This is an optimization exercise on Yosys and OpenROAD, whose aim is small area and a short achievable clock period, not a production implementation. Function was not checked in any run shown here: the RTL went through the layout flow alone. Power and IR drop assume default switching activity.

===== flow/config.mk =====
export PLATFORM = sky130hd
export DESIGN_NAME = cpu_top
export DESIGN_NICKNAME = cpu_top
export VERILOG_FILES = /design/flow/design.v
export SDC_FILE = /design/flow/constraint.sdc
export NUM_CORES = 4
export LEC_CHECK = 0
export CAP_MARGIN = 20
export CORE_MARGIN = 2
export CORE_UTILIZATION = 30
export PLACE_DENSITY = 0.5
export SLEW_MARGIN = 20

===== flow/constraint.sdc =====
create_clock -name core_clock -period 6.0 [get_ports {in_clk}]
set_input_delay 1.2000 -clock core_clock [delete_from_list [all_inputs] [get_ports {in_clk}]]
set_output_delay 1.2000 -clock core_clock [all_outputs]
set_load 0.01 [all_outputs]

===== flow/design.v =====
`timescale 1ns/1ps
module reg_file (
    input  logic        in_clk,
    input  logic        in_rst,
    input  logic [4:0]  rs_addr,
    input  logic [4:0]  rt_addr,
    output logic [31:0] rs_data,
    output logic [31:0] rt_data,
    input  logic        wr_valid,
    input  logic [4:0]  wr_addr,
    input  logic [31:0] wr_data
);
    localparam int reg_count = 32;
    logic [31:0] regs [1:reg_count-1];
    logic [reg_count-1:1] vld_q;
    logic [reg_count-1:0] vld;
    assign vld = {vld_q, 1'b0};
    always_ff @(posedge in_clk or posedge in_rst)
    begin
        if (in_rst)
        begin
            vld_q <= '0;
        end
        else
        begin
            for (int i = 1; i < reg_count; i++)
            begin
                if (wr_valid && (wr_addr == 5'(i)))
                begin
                    vld_q[i] <= 1'b1;
                end
            end
        end
    end
    always_ff @(posedge in_clk)
    begin
        for (int i = 1; i < reg_count; i++)
        begin
            if (wr_valid && (wr_addr == 5'(i)))
            begin
                regs[i] <= wr_data;
            end
        end
    end
    logic [31:0] rs_raw;
    logic [31:0] rt_raw;
    assign rs_raw = (rs_addr == '0) ? '0 : regs[rs_addr];
    assign rt_raw = (rt_addr == '0) ? '0 : regs[rt_addr];
    assign rs_data = rs_raw & {32{vld[rs_addr]}};
    assign rt_data = rt_raw & {32{vld[rt_addr]}};
endmodule
`timescale 1ns/1ps
module forward_unit (
    input  logic [4:0]  src,
    input  logic        used,
    input  logic [31:0] rf_data,
    input  logic        ex_valid,
    input  logic [4:0]  ex_addr,
    input  logic        wb_valid,
    input  logic [4:0]  wb_addr,
    input  logic [31:0] wb_data,
    output logic        ex_hit,
    output logic [31:0] data
);
    logic wb_hit;
    assign ex_hit = used && ex_valid && (ex_addr == src);
    assign wb_hit = wb_valid && (wb_addr == src);
    always_comb
    begin
        if (!used)
        begin
            data = '0;
        end
        else if (wb_hit)
        begin
            data = wb_data;
        end
        else
        begin
            data = rf_data;
        end
    end
endmodule
`timescale 1ns/1ps
module decode_stage (
    input  logic              in_clk,
    input  logic              in_rst,
    input  logic              instr_valid,
    input  logic [31:0]       instr,
    input  logic              ex_valid,
    input  logic [4:0]        ex_addr,
    input  logic              wb_valid,
    input  logic [4:0]        wb_addr,
    input  logic [31:0]       wb_data,
    output logic              exe_valid,
    output logic [10:0]       exe_op,
    output logic              exe_fwd_a,
    output logic              exe_fwd_b,
    output logic [31:0]       exe_op_a,
    output logic [31:0]       exe_op_b,
    output logic [4:0]        exe_sh,
    output logic [4:0]        exe_dest
);
    localparam logic [5:0] op_rtype = 6'h00;
    localparam logic [5:0] op_addiu = 6'h09;
    localparam logic [5:0] op_slti  = 6'h0a;
    localparam logic [5:0] op_andi  = 6'h0c;
    localparam logic [5:0] op_ori   = 6'h0d;
    localparam logic [5:0] op_xori  = 6'h0e;
    localparam logic [5:0] op_lui   = 6'h0f;
    localparam logic [5:0] fn_sll  = 6'h00;
    localparam logic [5:0] fn_srl  = 6'h02;
    localparam logic [5:0] fn_sra  = 6'h03;
    localparam logic [5:0] fn_addu = 6'h21;
    localparam logic [5:0] fn_subu = 6'h23;
    localparam logic [5:0] fn_and  = 6'h24;
    localparam logic [5:0] fn_or   = 6'h25;
    localparam logic [5:0] fn_xor  = 6'h26;
    localparam logic [5:0] fn_nor  = 6'h27;
    localparam logic [5:0] fn_slt  = 6'h2a;
    localparam logic [5:0] fn_sltu = 6'h2b;
    localparam int b_add  = 0;
    localparam int b_sub  = 1;
    localparam int b_and  = 2;
    localparam int b_or   = 3;
    localparam int b_xor  = 4;
    localparam int b_nor  = 5;
    localparam int b_slt  = 6;
    localparam int b_sltu = 7;
    localparam int b_sll  = 8;
    localparam int b_srl  = 9;
    localparam int b_sra  = 10;
    logic        fd_valid;
    logic [31:0] fd_instr;
    logic [5:0]  opcode;
    logic [5:0]  funct;
    logic [4:0]  shamt;
    logic [15:0] imm;
    logic [4:0]  rs;
    logic [4:0]  rt;
    logic [4:0]  rd;
    logic [4:0]  dest;
    logic [10:0] op;
    logic        known;
    logic        use_rs;
    logic        use_rt;
    logic        use_lui;
    logic        sign_ext;
    logic        wr_valid;
    logic [31:0] rs_rf;
    logic [31:0] rt_rf;
    logic [31:0] rs_fwd;
    logic [31:0] rt_fwd;
    logic        rs_ex_hit;
    logic        rt_ex_hit;
    logic [31:0] imm_ext;
    logic [31:0] op_b;
    always_ff @(posedge in_clk or posedge in_rst)
    begin
        if (in_rst)
        begin
            fd_valid <= 1'b0;
        end
        else
        begin
            fd_valid <= instr_valid;
        end
    end
    always_ff @(posedge in_clk)
    begin
        fd_instr <= instr;
    end
    assign opcode = fd_instr[31:26];
    assign funct  = fd_instr[5:0];
    assign shamt  = fd_instr[10:6];
    assign imm    = fd_instr[15:0];
    assign rs     = fd_instr[25:21];
    assign rt     = fd_instr[20:16];
    assign rd     = fd_instr[15:11];
    always_comb
    begin
        op       = '0;
        known    = 1'b1;
        use_rs   = 1'b1;
        use_rt   = 1'b0;
        use_lui  = 1'b0;
        sign_ext = 1'b1;
        dest     = rt;
        case (opcode)
            op_rtype:
            begin
                use_rt = 1'b1;
                dest   = rd;
                case (funct)
                    fn_addu: op[b_add]  = 1'b1;
                    fn_subu: op[b_sub]  = 1'b1;
                    fn_and:  op[b_and]  = 1'b1;
                    fn_or:   op[b_or]   = 1'b1;
                    fn_xor:  op[b_xor]  = 1'b1;
                    fn_nor:  op[b_nor]  = 1'b1;
                    fn_slt:  op[b_slt]  = 1'b1;
                    fn_sltu: op[b_sltu] = 1'b1;
                    fn_sll:
                    begin
                        op[b_sll] = 1'b1;
                        use_rs    = 1'b0;
                    end
                    fn_srl:
                    begin
                        op[b_srl] = 1'b1;
                        use_rs    = 1'b0;
                    end
                    fn_sra:
                    begin
                        op[b_sra] = 1'b1;
                        use_rs    = 1'b0;
                    end
                    default: known = 1'b0;
                endcase
            end
            op_addiu: op[b_add] = 1'b1;
            op_slti:  op[b_slt] = 1'b1;
            op_andi:
            begin
                op[b_and] = 1'b1;
                sign_ext  = 1'b0;
            end
            op_ori:
            begin
                op[b_or] = 1'b1;
                sign_ext = 1'b0;
            end
            op_xori:
            begin
                op[b_xor] = 1'b1;
                sign_ext  = 1'b0;
            end
            op_lui:
            begin
                op[b_or] = 1'b1;
                use_rs   = 1'b0;
                use_lui  = 1'b1;
            end
            default: known = 1'b0;
        endcase
    end
    assign wr_valid = fd_valid && known && (dest != '0);
    always_comb
    begin
        if (use_lui)
        begin
            imm_ext = {imm, 16'b0};
        end
        else if (sign_ext)
        begin
            imm_ext = {{16{imm[15]}}, imm};
        end
        else
        begin
            imm_ext = {16'b0, imm};
        end
    end
    reg_file u_reg_file (
        .in_clk   (in_clk),
        .in_rst   (in_rst),
        .rs_addr  (rs),
        .rt_addr  (rt),
        .rs_data  (rs_rf),
        .rt_data  (rt_rf),
        .wr_valid (wb_valid),
        .wr_addr  (wb_addr),
        .wr_data  (wb_data)
    );
    forward_unit u_fwd_rs (
        .src      (rs),
        .used     (use_rs),
        .rf_data  (rs_rf),
        .ex_valid (ex_valid),
        .ex_addr  (ex_addr),
        .wb_valid (wb_valid),
        .wb_addr  (wb_addr),
        .wb_data  (wb_data),
        .ex_hit   (rs_ex_hit),
        .data     (rs_fwd)
    );
    forward_unit u_fwd_rt (
        .src      (rt),
        .used     (use_rt),
        .rf_data  (rt_rf),
        .ex_valid (ex_valid),
        .ex_addr  (ex_addr),
        .wb_valid (wb_valid),
        .wb_addr  (wb_addr),
        .wb_data  (wb_data),
        .ex_hit   (rt_ex_hit),
        .data     (rt_fwd)
    );
    assign op_b = use_rt ? rt_fwd : imm_ext;
    always_ff @(posedge in_clk or posedge in_rst)
    begin
        if (in_rst)
        begin
            exe_valid <= 1'b0;
        end
        else
        begin
            exe_valid <= wr_valid;
        end
    end
    always_ff @(posedge in_clk)
    begin
        exe_op    <= op;
        exe_fwd_a <= rs_ex_hit;
        exe_fwd_b <= rt_ex_hit;
        exe_op_a  <= rs_fwd;
        exe_op_b  <= op_b;
        exe_sh    <= shamt;
        exe_dest  <= dest;
    end
endmodule
`timescale 1ns/1ps
module execute_stage (
    input  logic        in_clk,
    input  logic        in_rst,
    input  logic        exe_valid,
    input  logic [10:0] exe_op,
    input  logic        exe_fwd_a,
    input  logic        exe_fwd_b,
    input  logic [31:0] exe_op_a,
    input  logic [31:0] exe_op_b,
    input  logic [4:0]  exe_sh,
    input  logic [4:0]  exe_dest,
    output logic        ex_valid,
    output logic [4:0]  ex_addr,
    output logic        wb_valid,
    output logic [4:0]  wb_addr,
    output logic [31:0] wb_data
);
    localparam int b_add  = 0;
    localparam int b_sub  = 1;
    localparam int b_and  = 2;
    localparam int b_or   = 3;
    localparam int b_xor  = 4;
    localparam int b_nor  = 5;
    localparam int b_slt  = 6;
    localparam int b_sltu = 7;
    localparam int b_sll  = 8;
    localparam int b_srl  = 9;
    localparam int b_sra  = 10;
    logic [31:0] a;
    logic [31:0] b;
    logic        inv;
    logic [32:0] sum;
    logic        lt;
    logic        ltu;
    logic [31:0] shl;
    logic [31:0] shr;
    logic [31:0] alu_y;
    logic        wb_valid_q;
    logic [4:0]  wb_addr_q;
    logic [31:0] wb_data_q;
    assign a = exe_fwd_a ? wb_data_q : exe_op_a;
    assign b = exe_fwd_b ? wb_data_q : exe_op_b;
    assign inv = exe_op[b_sub] | exe_op[b_slt] | exe_op[b_sltu];
    assign sum = {1'b0, a} + {1'b0, b ^ {32{inv}}} + {32'b0, inv};
    assign lt  = (a[31] ^ b[31]) ? a[31] : sum[31];
    assign ltu = ~sum[32];
    assign shl = b << exe_sh;
    assign shr = $signed({exe_op[b_sra] & b[31], b}) >>> exe_sh;
    always_comb
    begin
        alu_y = ({32{exe_op[b_add] | exe_op[b_sub]}} & sum[31:0])
              | ({32{exe_op[b_and]}} & (a & b))
              | ({32{exe_op[b_or]}}  & (a | b))
              | ({32{exe_op[b_xor]}} & (a ^ b))
              | ({32{exe_op[b_nor]}} & ~(a | b))
              | ({32{exe_op[b_sll]}} & shl)
              | ({32{exe_op[b_srl] | exe_op[b_sra]}} & shr);
        alu_y[0] = alu_y[0] | (exe_op[b_slt] & lt) | (exe_op[b_sltu] & ltu);
    end
    assign ex_valid = exe_valid;
    assign ex_addr  = exe_dest;
    always_ff @(posedge in_clk or posedge in_rst)
    begin
        if (in_rst)
        begin
            wb_valid_q <= 1'b0;
        end
        else
        begin
            wb_valid_q <= exe_valid;
        end
    end
    always_ff @(posedge in_clk)
    begin
        wb_addr_q <= exe_dest;
        wb_data_q <= alu_y;
    end
    assign wb_valid = wb_valid_q;
    assign wb_addr  = wb_addr_q;
    assign wb_data  = wb_data_q;
endmodule
`timescale 1ns/1ps
module cpu_top (
    input  logic        in_clk,
    input  logic        in_rst,
    input  logic        instr_valid,
    input  logic [31:0] instr,
    output logic        wb_valid,
    output logic [4:0]  wb_addr,
    output logic [31:0] wb_data
);
    logic        ex_valid;
    logic [4:0]  ex_addr;
    logic        wbr_valid;
    logic [4:0]  wbr_addr;
    logic [31:0] wbr_data;
    logic        exe_valid;
    logic [10:0] exe_op;
    logic        exe_fwd_a;
    logic        exe_fwd_b;
    logic [31:0] exe_op_a;
    logic [31:0] exe_op_b;
    logic [4:0]  exe_sh;
    logic [4:0]  exe_dest;
    decode_stage u_decode (
        .in_clk      (in_clk),
        .in_rst      (in_rst),
        .instr_valid (instr_valid),
        .instr       (instr),
        .ex_valid    (ex_valid),
        .ex_addr     (ex_addr),
        .wb_valid    (wbr_valid),
        .wb_addr     (wbr_addr),
        .wb_data     (wbr_data),
        .exe_valid   (exe_valid),
        .exe_op      (exe_op),
        .exe_fwd_a   (exe_fwd_a),
        .exe_fwd_b   (exe_fwd_b),
        .exe_op_a    (exe_op_a),
        .exe_op_b    (exe_op_b),
        .exe_sh      (exe_sh),
        .exe_dest    (exe_dest)
    );
    execute_stage u_execute (
        .in_clk     (in_clk),
        .in_rst     (in_rst),
        .exe_valid  (exe_valid),
        .exe_op     (exe_op),
        .exe_fwd_a  (exe_fwd_a),
        .exe_fwd_b  (exe_fwd_b),
        .exe_op_a   (exe_op_a),
        .exe_op_b   (exe_op_b),
        .exe_sh     (exe_sh),
        .exe_dest   (exe_dest),
        .ex_valid   (ex_valid),
        .ex_addr    (ex_addr),
        .wb_valid   (wbr_valid),
        .wb_addr    (wbr_addr),
        .wb_data    (wbr_data)
    );
    assign wb_valid = wbr_valid;
    assign wb_addr  = wbr_addr;
    assign wb_data  = wbr_data;
endmodule

===== flow/run.sh =====
#!/bin/bash
# synth_recipe.tcl (not shown) runs the flow's synth.tcl, then flattens the netlist and writes it again
# the make line also repeats each setting of config.mk as NAME=value (left out here)
make -C /OpenROAD-flow-scripts/flow DESIGN_CONFIG=/design/flow/config.mk WORK_HOME=/design/flow/orfs CLKGATE_MAP_FILE= SYNTH_SCRIPT=/design/flow/synth_recipe.tcl finish

==> impl_metrics.tcl, run 1 <==
set metrics [dict create \
    crit_required_ns 6.69 \
    ant_nets 0 \
    cp_max_fo 20 \
    ys_warn_count 37 \
    syn_nets 4557 \
    leakagePower_nw 21.7 \
    synth_seq_area_share_pct 60.8 \
    whs_path_depth 0 \
    ios 73 \
    fmaxAchievable_mhz 215 \
    synth_area_sq_um 55600 \
    synth-seq-cells 1182 \
    cp-start-kind "register" \
    cts-htree-levels 4 \
    slowest_stage "nor2_4" \
    total_power_mw 19.1 \
    dr.pass1.iters 10 \
    final_core_util_pct 35.5 \
    layout_common_cells "992 x edfxtp_1, 857 x a22oi_1, 290 x nand2_1, 220 x buf_4, 150 x dfxtp_1" \
    drc 0 \
    grt_use_total_pct 31.2 \
    status "complete, no violations" \
    synth_area_leaders "edfxtp_1 54%, a22oi_1 12%, dfxtp_1 5.6%" \
    worstHoldPathType "register to register" \
    cts_max_path_buffers 3 \
    async_reset_ff_share_pct 2.88 \
    clk_latency_ns 0.82 \
    die_y_um 434 \
    relSlewSlack_pct 12.5 \
    post_cts_resized 0 \
    ir_drop_uv 262 \
    die-area_sq_um 189000 \
    clock_sinks 1182 \
    drt_iter0_markers 10200 \
    die_width_um 434 \
    synth_top_area_share_pct 53.6 \
    grt_max_degree 51 \
    yosysUniqueCellTypes 73 \
    layout_commonest_cell "edfxtp_1" \
    synth_edf_count 992 \
    antenna_found_initial 21 \
    yosys.area.top_type "edfxtp_1" \
    synth_flop_cell "edfxtp_1" \
    start_util_pct 30.3 \
    hold_viol_final 0 \
    path_clk_slew_ns 0.06 \
    layout.nets 4672 \
    worst_pin_slew_ns 1.31 \
    powerDensity_nw_per_um2 292 \
    rr_worst_depth 9 \
    overflow 0 \
    post_cts_buffers 0 \
    grt_first_pass_wirelength_mm 401 \
    worstPathArrival_ns 5.34 \
    cts_tree "done" \
    endpoint_kind "register" \
    areaGrowthSynthToFinish_pct 17.4 \
    setup_tns_ns 0 \
    avgSynthCellArea_sq_um 12.6 \
    drive_above_1_share_pct 15.6 \
    root_buffer "clkbuf_16" \
    row_count 157 \
    io_buffers 72 \
    rsz0062_at_grt "no" \
    setup_viol_count_final 0 \
    core_sq_um 183000 \
    grt_pass1_vias 45000 \
    cts_made_buffers 133 \
    cap_violations 0 \
    cp_cell_sequence "or3b_2 -> nor2_4 -> buf_4 -> a22oi_1 -> nand4_1 -> nor2_1 -> a211oi_1 -> a21oi_1 -> o21ai_0" \
    period_share_pct 77.4 \
    via_per_inst 6.77 \
    worstSetupPathType "register to register" \
    wire_per_inst_um 42.4 \
    gp_congestion 0.976 \
    syn_inst 4426 \
    finClkSkew_ns 0.0476 \
    vias 48200 \
    slowest_delay_ns 0.96 \
    dp_hpwl_mm 188 \
    period_needed_ns 4.65 \
    hold_buffers 0 \
    finalMaxSlewViolations 0 \
    wl_mm 302 \
]
-- registers in the layout, indices dropped and copies added, names as in the netlist --
name,flops
u_decode.exe_dest,5
u_decode.exe_op,11
u_decode.u_reg_file.vld_q,31
u_execute.wb_valid_q,1
u_decode.fd_instr,32
u_decode.exe_fwd_a,1
u_decode.exe_valid,1
u_decode.fd_valid,1
u_execute.wb_data_q,32
u_decode.exe_sh,5
u_execute.wb_addr_q,5
u_decode.exe_op_b,32
u_decode.exe_op_a,32
u_decode.u_reg_file.regs,992
u_decode.exe_fwd_b,1
-- synthesized netlist by cell type (all sizes together), types with 65 or more instances --
master / number
mux2i: 136
a22oi: 857
nand3: 80
inv: 86
a21oi: 119
nand4: 143
ha: 95
clkbuf: 247
buf: 80
a221oi: 65
edfxtp: 992
nand2: 291
mux2: 89
nor2: 235
dfxtp: 156
o21ai: 141
-- final timing paths --
path                                            endpoint  slack, ns             startpoint
setup / recovery                    u_decode.exe_op_b[0]       1.35  u_decode.fd_instr[20]
hold / removal                    u_execute.wb_addr_q[0]       0.39   u_decode.exe_dest[0]
setup reg to reg                    u_decode.exe_op_b[0]       1.35  u_decode.fd_instr[20]
hold reg to reg                   u_execute.wb_addr_q[0]       0.39   u_decode.exe_dest[0]
max in group asynchronous  u_decode.u_reg_file.vld_q[12]       4.82                 in_rst
min in group asynchronous             u_decode.exe_valid       0.82                 in_rst
-- layout make-up --
type,instances,area [sq um]
diodes,9,22.5
clock buffers,168,3600
clock inverters,78,724
fillers,17900,118000
inverters,86,323
multi-input cells,2831,20900
flip-flops and latches,1182,33800
well taps,2464,3080
repair buffers,307,2730
-- layer usage --
layer | GRT usage [%] | routed length (um) | vias to the layer above
li1 | - | - | 18100
met1 | 38.9 | 108000 | 24000
met2 | 45.6 | 127000 | 4823
met3 | 11.6 | 44100 | 1271
met4 | 19.0 | 23000 | 20
met5 | 0 | 134 | -
-- kinds of logic after synthesis --
kind of cell | Yosys count | share of synthesized area (%)
XOR/XNOR | 72 | 1.13
buffers and inverters | 413 | 2.94
multiplexers | 263 | 5.83
adder cells (fa/ha/maj) | 96 | 2.18
AND/OR/NAND/NOR | 970 | 8.42
AO/OA/AOI/OAI | 1430 | 18.7
flip-flops | 1182 | 60.8
-- critical path, delay by kind of cell (launching register included) --
family	cells	cell delay [ns]
buffers and inverters	1	0.51
AOI/OAI and AO/OA	4	1.31
and+or+nand+nor	4	1.77
DFF	1	0.90
-- where the power goes --
group          internal (mW)  switching [mW]  total, mW
registers               8.92           0.108       9.03
logic                  0.546            1.21       1.76
clock network           4.60            3.66       8.27
total                   14.1            4.98       19.1
-- through the flow --
step / instances / hold slack [ns] / setup slack (ns) / instance area [sq um]
6_report: 7125 / 0.395 / 1.35 / 65200
5_1_grt: 7117 / 0.403 / 1.45 / 65200
4_1_cts: 7114 / 0.395 / 1.70 / 65100
3_5_place_dp: 6868 / 0.388 / 1.71 / 60800
3_3_place_gp: 6860 / 0.387 / 1.25 / 60600
2_1_floorplan: 4426 / 0.351 / 2.30 / 55600
==> inputs of run 2 (changes only) <==
--- a/flow/config.mk
+++ b/flow/config.mk
@@ -11,2 +11,3 @@
 export PLACE_DENSITY = 0.5
+export SETUP_SLACK_MARGIN = 3.0
 export SLEW_MARGIN = 20
==> run 2 against run 1 <==
  * Via count is 4.7% higher
  * Cell count is 4.5% higher
  * Largest cell class unchanged
  * Die area stayed put
  * Routed wire length is 5.0% higher
  * Combinational power is 19% higher
==> impl_metrics.tcl, run 2 <==
set metrics [dict create \
    overflow 0 \
    grt_first_pass_wirelength_mm 416 \
    whs_path_depth 0 \
    hold_viol_final 0 \
    drt_iter0_markers 12000 \
    synth_seq_area_share_pct 60.8 \
    wire_per_inst_um 42.6 \
    synth_area_sq_um 55600 \
    die_width_um 434 \
    drc 0 \
    worst_pin_slew_ns 1.19 \
    ios 73 \
    worstSetupPathType "register to register" \
    final_core_util_pct 38.4 \
    largest_register_ff_count 992 \
    path_clk_slew_ns 0.06 \
    antenna_found_initial 18 \
    swShare_pct 25.8 \
    layout_commonest_cell "edfxtp_1" \
    p_int_mw 14.8 \
    via_per_inst 6.78 \
    relSlewSlack_pct 20.6 \
    grt_max_degree 42 \
    setup_tns_ns 0 \
    dr.pass1.iters 10 \
    synth-seq-cells 1182 \
    syn_inst 4426 \
    cts-htree-levels 4 \
    seqPwrFrac_pct 45.3 \
    endpoint_kind "register" \
    areaGrowthSynthToFinish_pct 26.9 \
    ir_drop_uv 334 \
    async_reset_ff_share_pct 2.88 \
    cts_tree "done" \
    fmaxAchievable_mhz 297 \
    leakagePower_nw 24.3 \
    final_area_sq_um 70500 \
    die-area_sq_um 189000 \
    r2r_start "u_decode.exe_fwd_b" \
    io_buffers 72 \
    start_util_pct 30.3 \
    synth_edf_count 992 \
    cp-start-kind "register" \
    crit_required_ns 6.65 \
    dp_slack_ns 1.80 \
    syn_nets 4557 \
    finClkSkew_ns 0.0664 \
    layout_common_cells "992 x edfxtp_1, 855 x a22oi_1, 438 x buf_4, 284 x nand2_1, 143 x nand4_1" \
    layout.nets 4998 \
    worstHoldPathType "register to register" \
    startpoint "u_decode.exe_fwd_b" \
    critPathCapture "u_execute.wb_data_q[17]" \
    row_count 157 \
    drive_above_1_share_pct 25.8 \
    powerDensity_nw_per_um2 283 \
    ys_warn_count 37 \
    period_share_pct 56.2 \
    ys_top_cells_by_count "992 x edfxtp_1, 857 x a22oi_1, 291 x nand2_1, 247 x clkbuf_1, 235 x nor2_1" \
    synth_area_leaders "edfxtp_1 54%, a22oi_1 12%, dfxtp_1 5.6%" \
    ant_nets 0 \
    combPwrFrac_pct 10.5 \
    die_y_um 434 \
    finalMaxSlewViolations 0 \
    grt_use_total_pct 32.5 \
    rsz0062_at_grt "yes" \
    dp_hpwl_mm 187 \
    wl_mm 317 \
    clkPwrFrac_pct 44.2 \
    synth_flop_cell "edfxtp_1" \
    rr_worst_depth 13 \
    cap_violations 0 \
    yosys.area.top_type "edfxtp_1" \
    setup_viol_count_final 0 \
    grt_pass1_vias 46800 \
    fin_ws_ns 2.63 \
    reg2reg_to "u_execute.wb_data_q[17]" \
    cts_made_buffers 131 \
    status "complete, no violations" \
    gp_congestion 0.965 \
    worstPathArrival_ns 4.02 \
    reg2reg_slack_ns 2.63 \
    clk_latency_ns 0.82 \
    dpl-instance-area_sq_um 60800 \
    p_sw_mw 5.14 \
    vias 50500 \
    clock_sinks 1182 \
    top_register "u_decode.u_reg_file.regs" \
    period_needed_ns 3.37 \
    root_buffer "clkbuf_16" \
    cp_max_fo 6 \
    cts_max_path_buffers 3 \
    synth.most_common_cell "edfxtp_1" \
    avgSynthCellArea_sq_um 12.6 \
    core_sq_um 183000 \
    yosysUniqueCellTypes 73 \
    synth_top_area_share_pct 53.6 \
]
[run 2: cell count changes in the layout (fill, tap and decap cells not counted), sizes merged]
cell / before / now
dlygate4sd2: 0 / 17
clkdlybuf4s15: 0 / 16
bufinv: 7 / 18
buf: 235 / 558
clkinv: 64 / 41
clkbuf: 168 / 172
clkinvlp: 4 / 9
nand2: 291 / 292
bufbuf: 0 / 8
clkdlybuf4s50: 72 / 34
[run 2: stage by stage]
| stage | total power, mW | hold WS, ns | cells |
|---|---|---|---|
| after global placement | 10.9 | 0.399 | 6858 |
| final | 19.9 | 0.386 | 7449 |
| after floorplan | 10.1 | 0.351 | 4426 |
| after CTS | 19.7 | 0.379 | 7358 |
| after detailed placement | 10.9 | 0.386 | 6859 |
| after global routing | 20.3 | 0.392 | 7441 |
[run 2: layer usage]
layer	global-route usage (%)	vias up	part of all wire, %
li1	-	18700	-
met1	39.8	24900	35
met2	46.7	5358	41
met3	14.1	1467	16
met4	20.6	24	8.2
met5	0.179	-	0.068
[run 2: kinds of logic after synthesis]
family	Yosys count	share of synthesized area (%)
buffers and inverters	413	2.94
multiplexers	263	5.83
adder cells (fa/ha/maj)	96	2.18
AND/OR/NAND/NOR	970	8.42
XOR/XNOR	72	1.13
AO/OA/AOI/OAI	1430	18.7
flip-flops	1182	60.8
[run 2: what timing repair did]
action | CTS | global route
buffers inserted | 248 | 80
endpoints found under the hold margin | 0 | 0
gates resized for setup | 381 | 136
hold buffers | 0 | 0
setup endpoints to repair | 346 | 138
pin swaps | 97 | 69
cloned | 9 | 1
[run 2: worst min path at each step]
| stage | startpoint | slack [ns] | endpoint |
|---|---|---|---|
| finish | u_decode.exe_dest[0] | 0.39 | u_execute.wb_addr_q[0] |
| global route | u_decode.exe_dest[0] | 0.39 | u_execute.wb_addr_q[0] |
| CTS | u_decode.exe_dest[0] | 0.38 | u_execute.wb_addr_q[0] |
| detailed placement | u_decode.exe_dest[4] | 0.39 | u_execute.wb_addr_q[4] |
| global placement | u_decode.exe_dest[0] | 0.40 | u_execute.wb_addr_q[0] |
| floorplan | u_decode.fd_instr[7] | 0.35 | u_decode.exe_sh[1] |
[run 2: cell type report]
type / count / area [sq um]
antenna: 9 / 22.5
multi-input combinational: 2832 / 22300
timing repair buffer: 634 / 6270
inverter: 86 / 333
clock inverter: 71 / 1020
clock buffer: 171 / 3630
fill: 17300 / 113000
tap: 2464 / 3080
sequential: 1182 / 33900
[run 2: worst max-delay path, stage by stage, from the launching register on]
cell and delay [ns]:
dfxtp_4 0.46, buf_12 0.16, mux2_4 0.31, xnor2_1 0.13, ha_1 0.37, a21oi_2 0.22
o31ai_4 0.08, a211oi_4 0.37, a211oi_4 0.15, buf_4 0.17, nor2_2 0.12, o21bai_1 0.12
xnor2_2 0.18, o211ai_1 0.38
[run 2: power groups by stage]
stage / logic (mW) / registers, mW / clock network (mW)
CTS: 1.86 / 9.03 / 8.81
global route: 2.14 / 9.03 / 9.12
floorplan: 0.912 / 9.16 / 0
global placement: 1.65 / 9.21 / 0
finish: 2.10 / 9.03 / 8.80
detailed placement: 1.64 / 9.21 / 0
==> inputs of run 3 (changes only) <==
--- a/flow/design.v
+++ b/flow/design.v
@@ -5,3 +5,6 @@
     input  logic [4:0]  rs_addr,
+    input  logic        rs_byp,
     input  logic [4:0]  rt_addr,
+    input  logic        rt_byp,
+    input  logic [31:0] byp_data,
     output logic [31:0] rs_data,
@@ -13,6 +16,4 @@
     localparam int reg_count = 32;
-    logic [31:0] regs [1:reg_count-1];
-    logic [reg_count-1:1] vld_q;
-    logic [reg_count-1:0] vld;
-    assign vld = {vld_q, 1'b0};
+    logic [31:0]          regs [1:reg_count-1];
+    logic [reg_count-1:1] vld;
     always_ff @(posedge in_clk or posedge in_rst)
@@ -21,3 +22,3 @@
         begin
-            vld_q <= '0;
+            vld <= '0;
         end
@@ -29,3 +30,3 @@
                 begin
-                    vld_q[i] <= 1'b1;
+                    vld[i] <= 1'b1;
                 end
@@ -44,8 +45,22 @@
     end
-    logic [31:0] rs_raw;
-    logic [31:0] rt_raw;
-    assign rs_raw = (rs_addr == '0) ? '0 : regs[rs_addr];
-    assign rt_raw = (rt_addr == '0) ? '0 : regs[rt_addr];
-    assign rs_data = rs_raw & {32{vld[rs_addr]}};
-    assign rt_data = rt_raw & {32{vld[rt_addr]}};
+    logic [reg_count-1:1] rs_sel;
+    logic [reg_count-1:1] rt_sel;
+    always_comb
+    begin
+        for (int i = 1; i < reg_count; i++)
+        begin
+            rs_sel[i] = vld[i] && !rs_byp && (rs_addr == 5'(i));
+            rt_sel[i] = vld[i] && !rt_byp && (rt_addr == 5'(i));
+        end
+    end
+    always_comb
+    begin
+        rs_data = byp_data & {32{rs_byp}};
+        rt_data = byp_data & {32{rt_byp}};
+        for (int i = 1; i < reg_count; i++)
+        begin
+            rs_data = rs_data | (regs[i] & {32{rs_sel[i]}});
+            rt_data = rt_data | (regs[i] & {32{rt_sel[i]}});
+        end
+    end
 endmodule
@@ -55,3 +70,2 @@
     input  logic        used,
-    input  logic [31:0] rf_data,
     input  logic        ex_valid,
@@ -60,24 +74,7 @@
     input  logic [4:0]  wb_addr,
-    input  logic [31:0] wb_data,
     output logic        ex_hit,
-    output logic [31:0] data
+    output logic        wb_hit
 );
-    logic wb_hit;
     assign ex_hit = used && ex_valid && (ex_addr == src);
     assign wb_hit = wb_valid && (wb_addr == src);
-    always_comb
-    begin
-        if (!used)
-        begin
-            data = '0;
-        end
-        else if (wb_hit)
-        begin
-            data = wb_data;
-        end
-        else
-        begin
-            data = rf_data;
-        end
-    end
 endmodule
@@ -91,2 +88,3 @@
     input  logic [4:0]        ex_addr,
+    input  logic [31:0]       ex_data,
     input  logic              wb_valid,
@@ -96,4 +94,3 @@
     output logic [10:0]       exe_op,
-    output logic              exe_fwd_a,
-    output logic              exe_fwd_b,
+    output logic              exe_cin,
     output logic [31:0]       exe_op_a,
@@ -148,10 +145,13 @@
     logic        sign_ext;
+    logic        inv;
     logic        wr_valid;
-    logic [31:0] rs_rf;
-    logic [31:0] rt_rf;
-    logic [31:0] rs_fwd;
-    logic [31:0] rt_fwd;
+    logic [31:0] rs_val;
+    logic [31:0] rt_val;
     logic        rs_ex_hit;
     logic        rt_ex_hit;
+    logic        rs_wb_hit;
+    logic        rt_wb_hit;
     logic [31:0] imm_ext;
+    logic [31:0] b_raw;
+    logic [31:0] op_a;
     logic [31:0] op_b;
@@ -246,2 +246,3 @@
     end
+    assign inv = op[b_sub] | op[b_slt] | op[b_sltu];
     assign wr_valid = fd_valid && known && (dest != '0);
@@ -262,13 +263,2 @@
     end
-    reg_file u_reg_file (
-        .in_clk   (in_clk),
-        .in_rst   (in_rst),
-        .rs_addr  (rs),
-        .rt_addr  (rt),
-        .rs_data  (rs_rf),
-        .rt_data  (rt_rf),
-        .wr_valid (wb_valid),
-        .wr_addr  (wb_addr),
-        .wr_data  (wb_data)
-    );
     forward_unit u_fwd_rs (
@@ -276,3 +266,2 @@
         .used     (use_rs),
-        .rf_data  (rs_rf),
         .ex_valid (ex_valid),
@@ -281,5 +270,4 @@
         .wb_addr  (wb_addr),
-        .wb_data  (wb_data),
         .ex_hit   (rs_ex_hit),
-        .data     (rs_fwd)
+        .wb_hit   (rs_wb_hit)
     );
@@ -288,3 +276,2 @@
         .used     (use_rt),
-        .rf_data  (rt_rf),
         .ex_valid (ex_valid),
@@ -293,7 +280,25 @@
         .wb_addr  (wb_addr),
-        .wb_data  (wb_data),
         .ex_hit   (rt_ex_hit),
-        .data     (rt_fwd)
+        .wb_hit   (rt_wb_hit)
     );
-    assign op_b = use_rt ? rt_fwd : imm_ext;
+    reg_file u_reg_file (
+        .in_clk   (in_clk),
+        .in_rst   (in_rst),
+        .rs_addr  (rs),
+        .rs_byp   (rs_wb_hit),
+        .rt_addr  (rt),
+        .rt_byp   (rt_wb_hit),
+        .byp_data (wb_data),
+        .rs_data  (rs_val),
+        .rt_data  (rt_val),
+        .wr_valid (wb_valid),
+        .wr_addr  (wb_addr),
+        .wr_data  (wb_data)
+    );
+    assign b_raw = use_rt ? rt_val : imm_ext;
+    assign op_a = ({32{rs_ex_hit}} & ex_data)
+                | ({32{use_rs && !rs_ex_hit}} & rs_val);
+    assign op_b = ({32{rt_ex_hit && !inv}} & ex_data)
+                | ({32{rt_ex_hit && inv}} & ~ex_data)
+                | ({32{!rt_ex_hit}} & (b_raw ^ {32{inv}}));
     always_ff @(posedge in_clk or posedge in_rst)
@@ -311,9 +316,8 @@
     begin
-        exe_op    <= op;
-        exe_fwd_a <= rs_ex_hit;
-        exe_fwd_b <= rt_ex_hit;
-        exe_op_a  <= rs_fwd;
-        exe_op_b  <= op_b;
-        exe_sh    <= shamt;
-        exe_dest  <= dest;
+        exe_op   <= op;
+        exe_cin  <= inv;
+        exe_op_a <= op_a;
+        exe_op_b <= op_b;
+        exe_sh   <= shamt;
+        exe_dest <= dest;
     end
@@ -326,4 +330,3 @@
     input  logic [10:0] exe_op,
-    input  logic        exe_fwd_a,
-    input  logic        exe_fwd_b,
+    input  logic        exe_cin,
     input  logic [31:0] exe_op_a,
@@ -334,2 +337,3 @@
     output logic [4:0]  ex_addr,
+    output logic [31:0] ex_data,
     output logic        wb_valid,
@@ -351,3 +355,2 @@
     logic [31:0] b;
-    logic        inv;
     logic [32:0] sum;
@@ -361,7 +364,8 @@
     logic [31:0] wb_data_q;
-    assign a = exe_fwd_a ? wb_data_q : exe_op_a;
-    assign b = exe_fwd_b ? wb_data_q : exe_op_b;
-    assign inv = exe_op[b_sub] | exe_op[b_slt] | exe_op[b_sltu];
-    assign sum = {1'b0, a} + {1'b0, b ^ {32{inv}}} + {32'b0, inv};
-    assign lt  = (a[31] ^ b[31]) ? a[31] : sum[31];
+    assign a = exe_op_a;
+    assign b = exe_op_b;
+    logic [33:0] sum_x;
+    assign sum_x = {1'b0, a, 1'b1} + {1'b0, b, exe_cin};
+    assign sum   = sum_x[33:1];
+    assign lt  = (a[31] == b[31]) ? a[31] : sum[31];
     assign ltu = ~sum[32];
@@ -382,2 +386,3 @@
     assign ex_addr  = exe_dest;
+    assign ex_data  = alu_y;
     always_ff @(posedge in_clk or posedge in_rst)
@@ -414,2 +419,3 @@
     logic [4:0]  ex_addr;
+    logic [31:0] ex_data;
     logic        wbr_valid;
@@ -419,4 +425,3 @@
     logic [10:0] exe_op;
-    logic        exe_fwd_a;
-    logic        exe_fwd_b;
+    logic        exe_cin;
     logic [31:0] exe_op_a;
@@ -432,2 +437,3 @@
         .ex_addr     (ex_addr),
+        .ex_data     (ex_data),
         .wb_valid    (wbr_valid),
@@ -437,4 +443,3 @@
         .exe_op      (exe_op),
-        .exe_fwd_a   (exe_fwd_a),
-        .exe_fwd_b   (exe_fwd_b),
+        .exe_cin     (exe_cin),
         .exe_op_a    (exe_op_a),
@@ -449,4 +454,3 @@
         .exe_op     (exe_op),
-        .exe_fwd_a  (exe_fwd_a),
-        .exe_fwd_b  (exe_fwd_b),
+        .exe_cin    (exe_cin),
         .exe_op_a   (exe_op_a),
@@ -457,2 +461,3 @@
         .ex_addr    (ex_addr),
+        .ex_data    (ex_data),
         .wb_valid   (wbr_valid),
--- a/flow/config.mk
+++ b/flow/config.mk
@@ -9,5 +9,5 @@
 export CORE_MARGIN = 2
-export CORE_UTILIZATION = 30
-export PLACE_DENSITY = 0.5
-export SETUP_SLACK_MARGIN = 3.0
+export CORE_UTILIZATION = 50
+export PLACE_DENSITY = 0.6
+export SETUP_SLACK_MARGIN = 3.2
 export SLEW_MARGIN = 20
==> run 3 against run 2 <==
  * Total power is 8.4% lower
  * Non-clock buffer count increased by 166
  * Clock power shrank 9.3%
  * Setup slack got worse by 0.31 ns
  * Sequential cell count is 1 lower
  * Hold slack gained 0.0070 ns
  * Core utilization increased by 28 points
  * Largest power group unchanged
  * Clock skew shrank 0.025 ns
  * Global-route usage up 24 points
  * Sequential share of layout area shrank 1.4 points
  * Register-to-register slack got worse by 0.31 ns
==> impl_metrics.tcl, run 3 <==
set metrics [dict create \
    root_buffer "clkbuf_16" \
    setup_viol_count_final 0 \
    start_util_pct 50.3 \
    rsz0062_at_grt "yes" \
    syn_inst 4305 \
    setup_tns_ns 0 \
    syn_nets 4405 \
    dp_hpwl_mm 190 \
    synth_flop_cell "edfxtp_1" \
    grt_pass1_vias 48300 \
    hold_viol_final 0 \
    vias 54200 \
    worstSetupPathType "register to register" \
    cap_violations 0 \
    finalMaxSlewViolations 0 \
    avgSynthCellArea_sq_um 12.9 \
    die_width_um 337 \
    worstHoldPathType "register to register" \
    wire_per_inst_um 50.4 \
    period_share_pct 61.4 \
    dpl-instance-area_sq_um 59200 \
    ys_warn_count 4 \
    endpoint_kind "register" \
    drive_above_1_share_pct 32.8 \
    synth_seq_area_share_pct 60.7 \
    holdWs_ns 0.393 \
    die_y_um 337 \
    worst_pin_slew_ns 1.19 \
    crit_required_ns 6.66 \
    async_reset_ff_share_pct 2.88 \
    finClkSkew_ns 0.0410 \
    cts_made_buffers 130 \
    fin_ws_ns 2.31 \
    final_cell_count_no_fill 6527 \
    synth_area_sq_um 55600 \
    antenna_found_initial 43 \
    path_clk_slew_ns 0.07 \
    grt_max_degree 57 \
    ios 73 \
    synth_edf_count 992 \
    yosys.area.top_type "edfxtp_1" \
    grt_use_total_pct 56.1 \
    cp_max_fo 28 \
    cp-start-kind "register" \
    cts_tree "done" \
    fillers 8006 \
    powerDensity_nw_per_um2 250 \
    clk_latency_ns 0.80 \
    layout_common_cells "992 x edfxtp_1, 421 x buf_4, 361 x a22oi_1, 231 x nand2_1, 192 x a22o_1" \
    io_buffers 72 \
    cts_max_path_buffers 3 \
    synth_top_area_share_pct 53.6 \
    ant_nets 0 \
    yosysUniqueCellTypes 99 \
    layout_commonest_cell "edfxtp_1" \
    gp_congestion 1.07 \
    total_power_mw 18.3 \
    leakagePower_nw 27.7 \
    ir_drop_uv 307 \
    final_area_sq_um 72900 \
    relSlewSlack_pct 19.9 \
    dp_slack_ns 0.613 \
    drt_iter0_markers 14500 \
    period_needed_ns 3.69 \
    synth.most_common_cell "edfxtp_1" \
    core_sq_um 110000 \
    grt_first_pass_wirelength_mm 425 \
    post-place-cells 5776 \
    dr.pass1.iters 15 \
    synth_area_leaders "edfxtp_1 54%, dfxtp_1 5.6%, a22oi_1 5.2%" \
    top_register "u_decode.u_reg_file.regs" \
    row_count 122 \
    synth-seq-cells 1181 \
    die-area_sq_um 114000 \
    ys_top_cells_by_count "992 x edfxtp_1, 382 x a22oi_1, 238 x nand2_1, 223 x a221oi_1, 196 x a22o_1" \
    largest_register_ff_count 992 \
    areaGrowthSynthToFinish_pct 31.3 \
    status "complete, no violations" \
    final_core_util_pct 66.1 \
    layout.nets 5008 \
    fmaxAchievable_mhz 271 \
    worstPathArrival_ns 4.35 \
    cts-htree-levels 4 \
    clock_sinks 1181 \
    via_per_inst 8.31 \
    drc 0 \
    wl_mm 329 \
    overflow 0 \
]
## run 3: cell types whose count changed in the layout (fill, tap and decap cells not counted), sizes merged, moves of 61 or more
cell and change:
a22oi -474, buf +139, a22o +156, mux2 -62, a221oi +165, a222oi +61
## run 3: worst paths after layout
| check | startpoint | endpoint | slack (ns) | cells past startpoint |
|---|---|---|---|---|
| max in group asynchronous | in_rst | u_execute.wb_valid_q | 4.78 | 3 |
| min reg2reg | u_decode.exe_dest[1] | u_execute.wb_addr_q[1] | 0.39 | 0 |
| max | u_decode.fd_instr[20] | u_decode.exe_op_b[12] | 2.31 | 10 |
| max reg2reg | u_decode.fd_instr[20] | u_decode.exe_op_b[12] | 2.31 | 10 |
| min | u_decode.exe_dest[1] | u_execute.wb_addr_q[1] | 0.39 | 0 |
| min in group asynchronous | in_rst | u_decode.exe_valid | 0.83 | 3 |
## run 3: cell families (layout without fill, tap and decap cells)
logic type / count (synthesis) / after routing / synth area share (%)
flip-flops: 1181 / 1181 / 60.7
AND/OR/NAND/NOR: 997 / 1003 / 9.20
XOR/XNOR: 69 / 69 / 1.19
AO/OA/AOI/OAI: 1403 / 1403 / 20.0
buffers and inverters: 433 / 1135 / 3.49
adder cells (fa/ha/maj): 65 / 65 / 1.48
multiplexers: 157 / 157 / 3.86
other: 0 / 26 / 0
## run 3: final cells by class
| type | instances | area [sq um] | share of cell area (%) |
|---|---|---|---|
| Sequential cell | 1181 | 34000 | 46.6 |
| Multi-Input combinational cell | 2697 | 23200 | 31.8 |
| Timing Repair Buffer | 800 | 9340 | 12.8 |
| Clock buffer | 156 | 3510 | 4.81 |
| Tap cell | 1488 | 1860 | 2.55 |
| Clock inverter | 81 | 617 | 0.846 |
| Inverter | 98 | 380 | 0.522 |
| Antenna cell | 26 | 65.1 | 0.0892 |
## run 3: routing by layer
metal / track usage (%) / part of all wire (%)
met5: 7.23 / 0.41
met2: 74.4 / 38
met1: 62.0 / 30
met3: 34.8 / 19
met4: 47.5 / 12
## run 3: where the power goes
part	total [mW]	internal [mW]	switching (mW)
combinational	1.26	0.505	0.754
clock	7.98	4.38	3.60
sequential	9.02	8.87	0.149
total	18.3	13.8	4.50
## run 3: worst max-delay path, stage by stage (launching register included)
cell and delay, ns:
dfxtp_4 0.40, xnor2_4 0.22, buf_4 0.16, a41oi_4 0.20
buf_8 0.21, and2_4 0.45, a221oi_1 0.46, nand3_1 0.19
a2111oi_4 0.80, o22ai_2 0.24, xnor2_2 0.20
## run 3: timing repair
item | 4_1_cts | 5_1_grt
hold buffers | 0 | 0
cloned | 31 | 10
pin swaps | 205 | 255
gates resized for setup | 699 | 387
endpoints found under the hold margin | 0 | 0
setup buffers | 283 | 164
setup endpoints to repair | 496 | 117

[afterwards: timing with drivers on the ports]
In the flow no input, the clock included, has a driving cell. The finished layouts below were timed again as built, in two steps. Step 1 (the two cells are an assumption about what drives the block):
set clk [get_ports {in_clk}]
set_driving_cell -lib_cell sky130_fd_sc_hd__clkbuf_16 $clk
set_driving_cell -lib_cell sky130_fd_sc_hd__buf_2 [delete_from_list [all_inputs] $clk]
Step 2 moves the port delays by t, midway between the first and last clock arrival at a register: inputs arrive t later, outputs are due t later. That takes back most of the time a late clock gives input paths. Three values: no drivers, after step 1, after step 2; two values: the first two.
| run | t, ns | setup WS [ns] | worst setup path at the end |
|---|---|---|---|
| run 1 | 0.880 | 1.353 / 1.353 / 1.353 | register to register |
| run 2 | 0.881 | 2.628 / 2.628 / 2.628 | register to register |
| run 3 | 0.861 | 2.314 / 2.314 / 2.314 | register to register |
After both steps setup and hold are still met in every run listed.
